This design comes from an exercise in tuning for small area, a short achievable clock period and few clock cycles per item on the open sky130 flow, not from production work. The RTL was checked by simulation tests, not by an equivalence proof against the original design. No activity file was given, so power comes from the tool's default toggle rates.

== garnet ==
Design tomasulo_core, start of the top module:
module tomasulo_core #(
  parameter logic [31:0] REG_INIT = 32'd5
) (
  input  logic        GCLK,
  input  logic        rst,
  input  logic [31:0] inst,          
  input  logic        inst_valid,
  output logic        fetch_en,
  output logic        wb_valid,      
  output logic [31:0] wb_value,
  input  logic [3:0]  dbg_addr,
  output logic [31:0] dbg_data,
  output logic        dbg_pending,
  output logic        idle           
);
  logic [31:0] rf   [16];
  logic [15:0] wr_q;                 
  logic        halted;
  logic        take, issue;
  logic [3:0]  opc, dst, src1, src2;
  logic        e_valid;
  logic        e_mul, e_sub;
  logic [3:0]  e_dst;
  logic [31:0] e_a, e_b;
  logic [31:0] x_y;
  logic        w_valid;
  logic [3:0]  w_dst;
  logic [31:0] w_val;
  logic [31:0] rd_a, rd_b;
  assign opc  = inst[31:28];
  assign dst  = inst[27:24];
  assign src1 = inst[23:20];
  assign src2 = inst[19:16];
  assign fetch_en = !halted;
  assign take     = inst_valid && !halted;
  assign issue    = take && (opc != tomasulo_pkg::OP_HLT);
  function automatic logic [31:0] rf_read(input logic [3:0] r);
    logic [15:0] hit;
    rf_read = '0;
    for (int j = 0; j < 16; j++) begin
      hit[j] = (r == j[3:0]);
      rf_read = rf_read | ({32{hit[j] & wr_q[j]}} & rf[j]);
    end
    if (|(hit & ~wr_q)) rf_read = rf_read | REG_INIT;
  endfunction
  assign rd_a = (w_valid && w_dst == src1) ? w_val : rf_read(src1);
  assign rd_b = (w_valid && w_dst == src2) ? w_val : rf_read(src2);
  always_ff @(posedge GCLK) begin
    if (rst) begin
      halted  <= 1'b0;
      e_valid <= 1'b0;
      w_valid <= 1'b0;
      wr_q    <= '0;
    end else begin
  ...
For scale: ~4,600 cells after synthesis, about 640 flip-flops, roughly 110 I/O pins, about 46,000 µm² of cells after synthesis.
export LEC_CHECK = 0
export CAP_MARGIN = 20
export CORE_MARGIN = 2
export CORE_UTILIZATION = 40
export SETUP_SLACK_MARGIN = 5
export SLEW_MARGIN = 20
export TNS_END_PERCENT = 10
create_clock -name core_clock -period 12.0 [get_ports {GCLK}]
run.sh (not shown) runs the stock make flow with config.mk's settings and CLKGATE_MAP_FILE= SYNTH_SCRIPT=/design/flow/synth_recipe.tcl, a recipe that flattens the netlist after the stock synthesis.
Testbench counts of garnet, summed over its fixed seeds: cycles 8,282, items 7,706.
Input-level comparison between raven and garnet:
- an added CTS_CLUSTER_DIAMETER of 100
- a deleted TNS_END_PERCENT that had been 10
- an added CTS_CLUSTER_SIZE of 20
### Flow results
raven vs. garnet: clock group share of total power dropped 9.4 points, share of async-settable or async-resettable flops after synthesis barely changed, number of filler cells placed in the layout climbed about 0.6%.
#### Input delta (yarrow over raven)
- CTS_CLUSTER_DIAMETER: 100 -> unset
- SETUP_SLACK_MARGIN: 5 -> 4
- CTS_CLUSTER_SIZE: 20 -> unset
Results
- In the reports for yarrow and raven, the smaller share of the clock period used by the worst path after layout belongs to raven.
- Taking raven as the reference, in yarrow final worst-path setup slack -0.92 ns, count of sequential standard cells now sits at about the same level, wire length of the first global-routing pass held steady.
- From raven to yarrow the numbers moved as follows: multi-input gate share of total cell area went down 0.63 points; fraction of standard cell area that is sequential held.
- yarrow: done, clean on timing, DRC and antenna
- After detailed routing, raven needs more wire than yarrow.
The following lists how ember was set up differently from yarrow:
- ABC_AREA: unset -> 1
- SETUP_SLACK_MARGIN: 4 -> 5
- CORE_UTILIZATION: 40 -> 60
--- outcome ---
For number of hold-slack violations in the final timing report, ember and yarrow come out practically identical.
Diff ember and yarrow: setup slack higher in ember
In the metrics for ember and yarrow, the one carrying the lower portion of netlist area occupied by mux cells is ember.
ember against yarrow; final cell count is down slightly.
Relative to yarrow, the combinational cell fraction of total power of ember is lower by 2.0 points.

-- afterwards: timing with drivers on the ports --
The flow's constraints put no driver on any port. The routed layouts listed below were extracted and timed again, unchanged, in two steps.
Step 1, drivers: a clkbuf_16 drives GCLK and a buf_2 each remaining input, both assumed.
Step 2, shift: input delay + t, output delay - t, t = (earliest + latest rising clock arrival at the registers) / 2. This alone moves slack from input paths to output paths.
a / b / c = ideal ports / drivers / drivers and shift; a / b = the first two.
run | t, ns | slack for setup (ns) | slew at the worst register clock pin (ns) | worst data-port slew with drivers (ns) | pins driven straight from the clock port
garnet | 0.680 | 4.663 / 4.643 / 4.643 | 0.07 / 0.07 | 0.04 | 1
raven | 0.656 | 4.949 / 4.924 / 4.924 | 0.10 / 0.10 | 0.04 | 1
yarrow | 0.679 | 4.034 / 4.014 / 4.014 | 0.07 / 0.07 | 0.04 | 1
ember | 0.713 | 4.851 / 4.824 / 4.824 | 0.07 / 0.07 | 0.05 | 1
After both steps setup and hold are still met in every run listed. For ember, which loses most, drivers alone change the setup slack by -0.027 ns; drivers and shift together by -0.027 ns.
